This is an optimization exercise on Yosys and OpenROAD, whose aim is small area, not a production implementation. At most, simulation tests tie the RTL to the original design; equivalence was not proved. Power figures rest on the tool's default switching activity, not on a simulated workload.

==> flow/design.v <==
package conv_pkg;
    localparam int IN_W  = 18;    
    localparam int ACC_W = 41;    
    localparam int XN    = 37;    
    localparam int WN    = 26;    
endpackage
module conv_top (
    input  logic        clk,
    input  logic        reset,
    input  logic [17:0] i_in_data,
    input  logic        i_in_valid,
    input  logic [3:0]  i_in_user,
    output logic        o_in_ready,
    output logic [40:0] o_out_data,
    output logic        o_out_valid,
    input  logic        i_out_ready
);
    localparam int XN = conv_pkg::XN;
    localparam int WN = conv_pkg::WN;
    typedef enum logic [1:0] {L_HDR, L_W, L_X} lstate_t;
    typedef enum logic [1:0] {C_IDLE, C_CALC, C_OUT} cstate_t;
    lstate_t ls;
    cstate_t cs;
    logic [5:0]  u;           
    logic [2:0]  ai, aj;      
    logic [2:0]  bi, bj;      
    logic [2:0]  k;
    logic [5:0]  lm1;         
    logic [6:0]  n_w;         
    logic [2:0]  r, c;        
    logic [3:0]  dig;         
    logic [6:0]  ahead;       
    logic [2:0]  hold;        
    logic        in_hs, go, last, last_c, last_pos, adv, frame_done;
    logic        x_wr, w_wr;
    wire held = (hold != 3'd0);
    wire a0   = (ai == 3'd0) && (aj == 3'd0);
    wire ab   = ai[2] && ai[0];               
    wire bb   = bi[2] && bi[0];               
    wire ul   = (u == lm1);
    always_comb begin
        case (k)
            3'd1:       lm1 = 6'd0;
            3'd2, 3'd3: lm1 = 6'd20;
            default:    lm1 = 6'(XN - 1);
        endcase
    end
    logic [XN*18-1:0] xr;
    logic [WN*18-1:0] wr;
    logic [17:0]      xh;     
    always_comb begin
        case (k)
            3'd1:       xh = xr[36*18 +: 18];
            3'd2, 3'd3: xh = xr[16*18 +: 18];
            default:    xh = xr[17:0];
        endcase
    end
    always_ff @(posedge clk) begin
        xr <= {x_wr ? i_in_data : xh, xr[XN*18-1:18]};
        wr <= {w_wr ? i_in_data : wr[17:0], wr[WN*18-1:18]};
    end
    assign ahead = n_w - {1'b0, r, c};
    always_comb begin
        case (ls)
            L_HDR:   o_in_ready = a0 && (u == 6'd0);
            L_W:     o_in_ready = ({ai, aj} == n_w[5:0]);
            default: o_in_ready = !n_w[6] && !held && (ahead <= 7'(lm1)) && (u == ahead[5:0]);
        endcase
    end
    assign in_hs = i_in_valid && o_in_ready;
    assign w_wr  = in_hs && ((ls == L_HDR && i_in_user[0]) || ls == L_W);
    assign x_wr  = in_hs && ((ls == L_HDR && !i_in_user[0]) || ls == L_X);
    always_ff @(posedge clk) begin
        if (reset) begin
            ls  <= L_HDR;
            k   <= 3'd5;          
        end else if (frame_done) begin
            ls  <= L_HDR;
        end else if (in_hs) begin
            case (ls)
                L_HDR: begin
                    if (i_in_user[0]) begin
                        k   <= i_in_user[3:1];
                        n_w <= (i_in_user[3:1] == 3'd1) ? 7'o50 : 7'd1;
                        ls  <= L_W;
                    end else begin
                        n_w <= 7'd1;
                        ls  <= L_X;
                    end
                end
                L_W: begin
                    if (n_w[5] && n_w[3]) begin
                        n_w <= '0;
                        ls  <= L_X;
                    end else if (n_w[2:0] == k - 3'd1) begin
                        n_w <= (n_w[5:3] == k - 3'd1) ? 7'o50 : {1'b0, n_w[5:3] + 3'd1, 3'd0};
                    end else begin
                        n_w <= n_w + 7'd1;
                    end
                end
                default: n_w <= n_w + 7'd1;
            endcase
        end
    end
    function automatic logic [5:0] w_next(input logic [2:0] i, input logic [2:0] j);
        if (i[2] && i[0])  w_next = 6'd0;
        else if (j == 3'd4) w_next = {i + 3'd1, 3'd0};
        else               w_next = {i, j + 3'd1};
    endfunction
    always_ff @(posedge clk) begin
        if (reset) begin
            u    <= '0;
            hold <= '0;
            ai   <= 3'd0;
            aj   <= 3'd0;
            bi   <= 3'd2;
            bj   <= 3'd3;
        end else begin
            if (!held) u <= ul ? 6'd0 : u + 6'd1;
            if (adv && !last_pos) hold <= last_c ? k : 3'd1;
            else if (held) hold <= hold - 3'd1;
            {ai, aj} <= w_next(ai, aj);
            {bi, bj} <= w_next(bi, bj);
        end
    end
    assign go       = (cs == C_IDLE) && (ls == L_X) && !held && (ahead >= 7'({k, 3'b000}) + 7'(k) - 7'd8) && bb && ul;
    assign last     = (cs == C_CALC) && (ab || bb) && ul;
    assign last_c   = (c == 3'(8 - k));
    assign last_pos = last_c && (r == 3'(8 - k));
    assign adv      = (cs == C_OUT) && i_out_ready;
    assign frame_done = adv && last_pos;
    logic tap_a, tap_b, tap;
    assign tap_a = (cs == C_CALC) && (ai < k) && (aj < k) && (u == {ai, aj});
    assign tap_b = (cs == C_CALC) && (bi < k) && (bj < k) && (u == {bi, bj});
    assign tap   = tap_a || tap_b;
    logic [23:0] acc;         
    logic [17:0] lo;
    logic [17:0] wh;
    logic [18:0] wx;
    logic [2:0]  bd;
    logic        neg, one, two;
    logic        neg_q, one_q, two_q;
    logic [17:0] xt;
    logic [18:0] mag;
    logic [23:0] addend;
    logic [23:0] sum;
    assign wh  = tap_b ? wr[13*18 +: 18] : wr[17:0];
    assign wx  = {wh, 1'b0};
    assign bd  = 3'(wx >> {dig, 1'b0});
    assign neg = tap && bd[2] && !(bd[1] && bd[0]);
    assign one = tap && (bd[1] ^ bd[0]);
    assign two = tap && ((bd == 3'b011) || (bd == 3'b100));
    always_ff @(posedge clk) begin
        neg_q <= neg;
        one_q <= one;
        two_q <= two;
    end
    assign xt  = xr[36*18 +: 18];
    assign mag = two_q ? {xt, 1'b0} : one_q ? {xt[17], xt} : 19'd0;
    assign addend = {{5{mag[18]}}, mag} ^ {24{neg_q}};
    logic [24:0] cy;          
    logic        cy_lo, cy_q;
    assign cy[0] = neg_q;
    for (genvar i = 0; i < 24; i++) begin : g_fa
        logic co;
        assign sum[i] = acc[i] ^ addend[i] ^ cy[i];
        assign co     = (acc[i] & addend[i]) | (acc[i] & cy[i]) | (addend[i] & cy[i]);
        if (i == 11) begin : g_split
            assign cy_lo   = co;
            assign cy[i+1] = cy_q;
        end else begin : g_chain
            assign cy[i+1] = co;
        end
    end
    always_ff @(posedge clk) cy_q <= cy_lo;
    always_ff @(posedge clk) begin
        if (go)        acc <= {{6{wr[13*18+17]}}, wr[13*18 +: 18]};    
        else if (last) acc <= {{2{sum[23]}}, sum[23:2]};
        else           acc <= sum;
        if (last)      lo  <= {sum[1:0], lo[17:2]};
    end
    always_ff @(posedge clk) begin
        if (reset) begin
            cs  <= C_IDLE;
            r   <= '0;
            c   <= '0;
        end else begin
            case (cs)
                C_IDLE: if (go) begin
                    cs  <= C_CALC;
                    dig <= '0;
                end
                C_CALC: begin
                    if (last) begin
                        dig <= dig + 4'd1;
                        if (dig == 4'd8) cs <= C_OUT;
                    end
                end
                default: if (adv) begin
                    cs <= C_IDLE;
                    if (last_c) begin
                        c <= '0;
                        r <= last_pos ? 3'd0 : r + 3'd1;
                    end else begin
                        c <= c + 3'd1;
                    end
                end
            endcase
        end
    end
    assign o_out_valid = (cs == C_OUT);
    assign o_out_data  = {acc[22:0], lo};
endmodule
==> flow/config.mk <==
export PLATFORM = sky130hd
export DESIGN_NAME = conv_top
export DESIGN_NICKNAME = conv_top
export VERILOG_FILES = /design/flow/design.v
export SDC_FILE = /design/flow/constraint.sdc
export NUM_CORES = 4
export LEC_CHECK = 0
export ABC_AREA = 0
export CAP_MARGIN = 20
export CORE_MARGIN = 2
export CORE_UTILIZATION = 70
export CTS_CLUSTER_DIAMETER = 60
export CTS_CLUSTER_SIZE = 30
export SLEW_MARGIN = 20
==> flow/constraint.sdc <==
create_clock -name core_clock -period 9.0 [get_ports {clk}]
set_input_delay 1.8000 -clock core_clock [delete_from_list [all_inputs] [get_ports {clk}]]
set_output_delay 1.8000 -clock core_clock [all_outputs]
set_load 0.01 [all_outputs]
standard.sh (not shown) runs the stock make flow with config.mk's settings and CLKGATE_MAP_FILE= SYNTH_SCRIPT=/design/flow/synth_recipe.tcl, a recipe that flattens the netlist after the stock synthesis.
==> flow/flow/run.sh <==
#!/bin/bash
# The standard layout (standard.sh), with two changes: the port buffers are
# the smallest buffer cell, and clock tree synthesis adds no dummy loads.
set -euo pipefail
export BUFFER_PORTS_ARGS="-buffer_cell sky130_fd_sc_hd__buf_1"
export CTS_ARGS="-sink_clustering_enable -repair_clock_nets -buf_list sky130_fd_sc_hd__clkbuf_8 -sink_clustering_size 18 -sink_clustering_max_diameter 50 -dont_use_dummy_load"
bash standard.sh > standard.log 2>&1
Rerun with:
--- a/flow/design.v
+++ b/flow/design.v
@@ -29,7 +29,7 @@
     logic [6:0]  n_w;         
     logic [2:0]  r, c;        
     logic [3:0]  dig;         
-    logic [6:0]  ahead;       
+    logic [5:0]  ahead;       
     logic [2:0]  hold;        
     logic        in_hs, go, last, last_c, last_pos, adv, frame_done;
     logic        x_wr, w_wr;
@@ -59,12 +59,11 @@
         xr <= {x_wr ? i_in_data : xh, xr[XN*18-1:18]};
         wr <= {w_wr ? i_in_data : wr[17:0], wr[WN*18-1:18]};
     end
-    assign ahead = n_w - {1'b0, r, c};
     always_comb begin
         case (ls)
             L_HDR:   o_in_ready = a0 && (u == 6'd0);
             L_W:     o_in_ready = ({ai, aj} == n_w[5:0]);
-            default: o_in_ready = !n_w[6] && !held && (ahead <= 7'(lm1)) && (u == ahead[5:0]);
+            default: o_in_ready = !n_w[6] && !held && (ahead <= lm1) && (u == ahead);
         endcase
     end
     assign in_hs = i_in_valid && o_in_ready;
@@ -111,19 +110,23 @@
         if (reset) begin
             u    <= '0;
             hold <= '0;
+            ahead <= '0;
             ai   <= 3'd0;
             aj   <= 3'd0;
             bi   <= 3'd2;
             bj   <= 3'd3;
         end else begin
             if (!held) u <= ul ? 6'd0 : u + 6'd1;
+            if (ls == L_HDR) ahead <= {5'd0, x_wr};
+            else if (x_wr)   ahead <= ahead + 6'd1;
+            else if (held)   ahead <= ahead - 6'd1;
             if (adv && !last_pos) hold <= last_c ? k : 3'd1;
             else if (held) hold <= hold - 3'd1;
             {ai, aj} <= w_next(ai, aj);
             {bi, bj} <= w_next(bi, bj);
         end
     end
-    assign go       = (cs == C_IDLE) && (ls == L_X) && !held && (ahead >= 7'({k, 3'b000}) + 7'(k) - 7'd8) && bb && ul;
+    assign go       = (cs == C_IDLE) && (ls == L_X) && !held && ({1'b0, ahead} >= 7'({k, 3'b000}) + 7'(k) - 7'd8) && bb && ul;
     assign last     = (cs == C_CALC) && (ab || bb) && ul;
     assign last_c   = (c == 3'(8 - k));
     assign last_pos = last_c && (r == 3'(8 - k));
Outcome: Synthesized cell count came out higher by 2.3%. Power rose by about 3.4%. Register-to-register slack improved by 150 ps. Core utilization went down by 0.26 points. Cell area falls by about 0.6%. Wire length is lower by about 3.3%.

========
conv_top, a different RTL version from the one above (not shown whole).
Size in the first run: about 1,200 flip-flops, roughly 69 I/O pins.
==> module conv_top, before the edit <==
module conv_top (
    input  logic        clk,
    input  logic        reset,
    input  logic [17:0] i_in_data,
    input  logic        i_in_valid,
    input  logic [3:0]  i_in_user,
    output logic        o_in_ready,
    output logic [40:0] o_out_data,
    output logic        o_out_valid,
    input  logic        i_out_ready
);
    localparam int XN = conv_pkg::XN;
    localparam int WN = conv_pkg::WN;
    logic [XN*18-1:0] xr;
    logic [WN*18-1:0] wr;
    logic x_wr, w_wr;
    always_ff @(posedge clk) begin
        xr <= {x_wr ? i_in_data : xr[17:0], xr[XN*18-1:18]};
        wr <= {w_wr ? i_in_data : wr[17:0], wr[WN*18-1:18]};
    end
    typedef enum logic [1:0] {L_HDR, L_W, L_X} lstate_t;
    typedef enum logic [1:0] {C_IDLE, C_CALC, C_OUT} cstate_t;
    lstate_t ls;
    cstate_t cs;
    logic [5:0]  u;           
    logic [2:0]  si, sj;      
    logic [2:0]  k;
    logic [6:0]  n_w;         
    logic [2:0]  r, c;        
    logic [3:0]  dig;         
    logic [5:0]  rev;         
    logic [6:0]  ahead;       
    logic        in_hs, go, last, last_c, last_pos, adv, frame_done;
    wire w0 = (si == 3'd0) && (sj == 3'd0);
    wire wb = si[2] && si[0];                 
    assign ahead = n_w - {1'b0, r, c};
    always_comb begin
        case (ls)
            L_HDR:   o_in_ready = w0 && (u == 6'd0);
            L_W:     o_in_ready = ({si, sj} == n_w[5:0]);
            default: o_in_ready = !n_w[6] && !held && (ahead < 7'(XN)) && (u == ahead[5:0]);
        endcase
    end
    assign in_hs = i_in_valid && o_in_ready;
    assign w_wr  = in_hs && ((ls == L_HDR && i_in_user[0]) || ls == L_W);
    assign x_wr  = in_hs && ((ls == L_HDR && !i_in_user[0]) || ls == L_X);
    assign go       = (cs == C_IDLE) && (ls == L_X) && !held && (ahead >= 7'({k, 3'b000}) + 7'(k) - 7'd8) && wb;
    assign last     = (cs == C_CALC) && wb && (rev == 6'(XN - 1));
    assign last_c   = (c == 3'(8 - k));
    assign last_pos = last_c && (r == 3'(8 - k));
    assign adv      = (cs == C_OUT) && i_out_ready;
    assign frame_done = adv && last_pos;
    logic [2:0] hold;
    wire        held = (hold != 3'd0);
    always_ff @(posedge clk) begin
        if (reset) begin
            u  <= '0;
            hold <= '0;
            si <= '0;
            sj <= '0;
        end else begin
            if (!held) u <= (u == 6'(XN - 1)) ? 6'd0 : u + 6'd1;
            if (adv && !last_pos) hold <= last_c ? k : 3'd1;
            else if (held) hold <= hold - 3'd1;
            if (wb || sj == 3'd4) begin
                sj <= '0;
                si <= wb ? 3'd0 : si + 3'd1;
            end else begin
                sj <= sj + 3'd1;
            end
        end
    end
    always_ff @(posedge clk) begin
        if (reset) begin
            ls  <= L_HDR;
        end else if (frame_done) begin
            ls  <= L_HDR;
        end else if (in_hs) begin
            case (ls)
                L_HDR: begin
                    if (i_in_user[0]) begin
                        k   <= i_in_user[3:1];
                        n_w <= (i_in_user[3:1] == 3'd1) ? 7'o50 : 7'd1;
                        ls  <= L_W;
                    end else begin
                        n_w <= 7'd1;
                        ls  <= L_X;
                    end
                end
                L_W: begin
                    if (n_w[5] && n_w[3]) begin
                        n_w <= '0;
                        ls  <= L_X;
                    end else if (n_w[2:0] == k - 3'd1) begin
                        n_w <= (n_w[5:3] == k - 3'd1) ? 7'o50 : {1'b0, n_w[5:3] + 3'd1, 3'd0};
                    end else begin
                        n_w <= n_w + 7'd1;
                    end
                end
                default: n_w <= n_w + 7'd1;
            endcase
        end
    end
    logic tap;
    assign tap = (cs == C_CALC) && (si < k) && (sj < k) && (u == {si, sj});
    logic signed [24:0] acc;
    logic [17:0] lo;
    logic [18:0] wx;
    logic [2:0]  bd;
    logic        neg, one, two;
    logic [17:0] xh;
    logic [18:0] mag;
    logic [24:0] addend;
    logic signed [24:0] sum;
    assign wx  = {wr[17:0], 1'b0};
    assign bd  = 3'(wx >> {dig, 1'b0});
    assign neg = bd[2] && !(bd[1] && bd[0]);
    assign one = bd[1] ^ bd[0];
    assign two = (bd == 3'b011) || (bd == 3'b100);
    assign xh  = xr[17:0];
    assign mag = two ? {xh, 1'b0} : one ? {xh[17], xh} : 19'd0;
    assign addend = tap ? ({{6{mag[18]}}, mag} ^ {25{neg}}) : 25'd0;
    logic [25:0] cy;
    logic        cy_lo, cy_q;
    always_comb begin
        cy[0] = tap && neg;
        for (int i = 0; i < 25; i++) begin
            sum[i]  = acc[i] ^ addend[i] ^ cy[i];
            cy[i+1] = (acc[i] & addend[i]) | (acc[i] & cy[i]) | (addend[i] & cy[i]);
            if (i == 11) begin
                cy_lo   = cy[i+1];
                cy[i+1] = cy_q;
            end
        end
    end
    always_ff @(posedge clk) cy_q <= cy_lo;
    always_ff @(posedge clk) begin
        if (go)        acc <= 25'($signed(wr[17:0]));    
        else if (last) acc <= sum >>> 2;
        else           acc <= sum;
        if (last)      lo  <= {sum[1:0], lo[17:2]};
    end
    always_ff @(posedge clk) begin
        if (reset) begin
            cs  <= C_IDLE;
            r   <= '0;
            c   <= '0;
        end else begin
            case (cs)
                C_IDLE: if (go) begin
                    cs  <= C_CALC;
                    dig <= '0;
                    rev <= '0;
                end
                C_CALC: begin
                    if (wb) rev <= rev + 6'd1;
                    if (last) begin
                        dig <= dig + 4'd1;
                        rev <= '0;
                        if (dig == 4'd8) cs <= C_OUT;
                    end
                end
                default: if (adv) begin
                    cs <= C_IDLE;
                    if (last_c) begin
                        c <= '0;
                        r <= last_pos ? 3'd0 : r + 3'd1;
                    end else begin
                        c <= c + 3'd1;
                    end
                end
            endcase
        end
    end
    assign o_out_valid = (cs == C_OUT);
    assign o_out_data  = {acc[22:0], lo};
endmodule
make LEC_CHECK=0 ABC_AREA=1 CAP_MARGIN=20 CORE_MARGIN=2 CORE_UTILIZATION=70 CTS_CLUSTER_DIAMETER=80 CTS_CLUSTER_SIZE=30 SLEW_MARGIN=20 finish   # period 9.0 ns
run.sh (not shown) runs the stock make flow with config.mk's settings and CLKGATE_MAP_FILE= SYNTH_SCRIPT=/design/flow/synth_recipe.tcl, a recipe that flattens the netlist after the stock synthesis.
Stock flow here: none of the scripts above is used.
The baseline went through all stages and came out clean.
Next try:
--- a/flow/design.v
+++ b/flow/design.v
@@ -45,5 +45,5 @@
             L_HDR:   o_in_ready = w0 && (u == 6'd0);
             L_W:     o_in_ready = ({si, sj} == n_w[5:0]);
-            default: o_in_ready = !n_w[6] && !held && (ahead < 7'(XN)) && (u == ahead[5:0]);
+            default: o_in_ready = !n_w[6] && (ahead < 7'(XN)) && (u == ahead[5:0]);
         endcase
     end
@@ -51,5 +51,5 @@
     assign w_wr  = in_hs && ((ls == L_HDR && i_in_user[0]) || ls == L_W);
     assign x_wr  = in_hs && ((ls == L_HDR && !i_in_user[0]) || ls == L_X);
-    assign go       = (cs == C_IDLE) && (ls == L_X) && !held && (ahead >= 7'({k, 3'b000}) + 7'(k) - 7'd8) && wb;
+    assign go       = (cs == C_IDLE) && (ls == L_X) && (ahead >= 7'({k, 3'b000}) + 7'(k) - 7'd8) && wb;
     assign last     = (cs == C_CALC) && wb && (rev == 6'(XN - 1));
     assign last_c   = (c == 3'(8 - k));
@@ -57,16 +57,13 @@
     assign adv      = (cs == C_OUT) && i_out_ready;
     assign frame_done = adv && last_pos;
-    logic [2:0] hold;
-    wire        held = (hold != 3'd0);
+    logic [6:0] u_t;
+    assign u_t = 7'(u) + 7'd1 + (!(adv && !last_pos) ? 7'd0 : last_c ? 7'(XN) - 7'(k) : 7'(XN - 1));
     always_ff @(posedge clk) begin
         if (reset) begin
             u  <= '0;
-            hold <= '0;
             si <= '0;
             sj <= '0;
         end else begin
-            if (!held) u <= (u == 6'(XN - 1)) ? 6'd0 : u + 6'd1;
-            if (adv && !last_pos) hold <= last_c ? k : 3'd1;
-            else if (held) hold <= hold - 3'd1;
+            u  <= (u_t >= 7'(XN)) ? 6'(u_t - 7'(XN)) : u_t[5:0];
             if (wb || sj == 3'd4) begin
                 sj <= '0;
@@ -128,17 +125,9 @@
     assign addend = tap ? ({{6{mag[18]}}, mag} ^ {25{neg}}) : 25'd0;
     logic [25:0] cy;
-    logic        cy_lo, cy_q;
-    always_comb begin
-        cy[0] = tap && neg;
-        for (int i = 0; i < 25; i++) begin
-            sum[i]  = acc[i] ^ addend[i] ^ cy[i];
-            cy[i+1] = (acc[i] & addend[i]) | (acc[i] & cy[i]) | (addend[i] & cy[i]);
-            if (i == 11) begin
-                cy_lo   = cy[i+1];
-                cy[i+1] = cy_q;
-            end
-        end
+    assign cy[0] = tap && neg;
+    for (genvar i = 0; i < 25; i++) begin : g_fa
+        assign sum[i]  = acc[i] ^ addend[i] ^ cy[i];
+        assign cy[i+1] = (acc[i] & addend[i]) | (acc[i] & cy[i]) | (addend[i] & cy[i]);
     end
-    always_ff @(posedge clk) cy_q <= cy_lo;
     always_ff @(posedge clk) begin
         if (go)        acc <= 25'($signed(wr[17:0]));    
Effect: The changed run completed and failed the layout checks on setup timing; core utilization grows by 2.2 points; cell count went up by a few percent; setup slack degrades by 2700 ps; via count went up by a few percent; fmax falls by a quarter to a third; total power goes down by roughly a tenth; register-to-register slack got worse by 2700 ps; clock-buffer cell count went up by 1; non-clock buffer count rises by 99; routed wire length hardly moves; die area is about the same; global-route usage rose by 0.17 points.
Function was not checked in any run of this note: the RTL went through the layout flow alone.

afterwards: timing with drivers on the ports:
No port has a modelled driver above. Below, the same layouts with a new extraction and two added sets of constraints.
Step 1 (the two cells are an assumption about what drives the block):
set clk [get_ports {clk}]
set_driving_cell -lib_cell sky130_fd_sc_hd__clkbuf_16 $clk
set_driving_cell -lib_cell sky130_fd_sc_hd__buf_2 [delete_from_list [all_inputs] $clk]
Step 2, shift: input delay + t, output delay - t, t = (earliest + latest rising clock arrival at the registers) / 2. This alone moves slack from input paths to output paths.
Slacks: ideal / step 1 / step 2; pairs: ideal / step 1.
| run | shift t [ns] | setup slack, ns | hold WS [ns] | worst register clock-pin slew, ns |
|---|---|---|---|---|
| the first run of note 1 | 0.695 | 2.711 / 2.711 / 2.711 | 0.283 / 0.283 / 0.283 | 0.10 / 0.10 |
| the second run of note 1 | 0.681 | 2.862 / 2.862 / 2.862 | 0.274 / 0.274 / 0.274 | 0.11 / 0.11 |
| the first run of note 2 | 0.672 | 0.463 / 0.463 / 0.463 | 0.315 / 0.315 / 0.315 | 0.12 / 0.12 |
| the second run of note 2 | 0.684 | -2.274 / -2.274 / -2.274 | 0.317 / 0.317 / 0.317 | 0.12 / 0.12 |
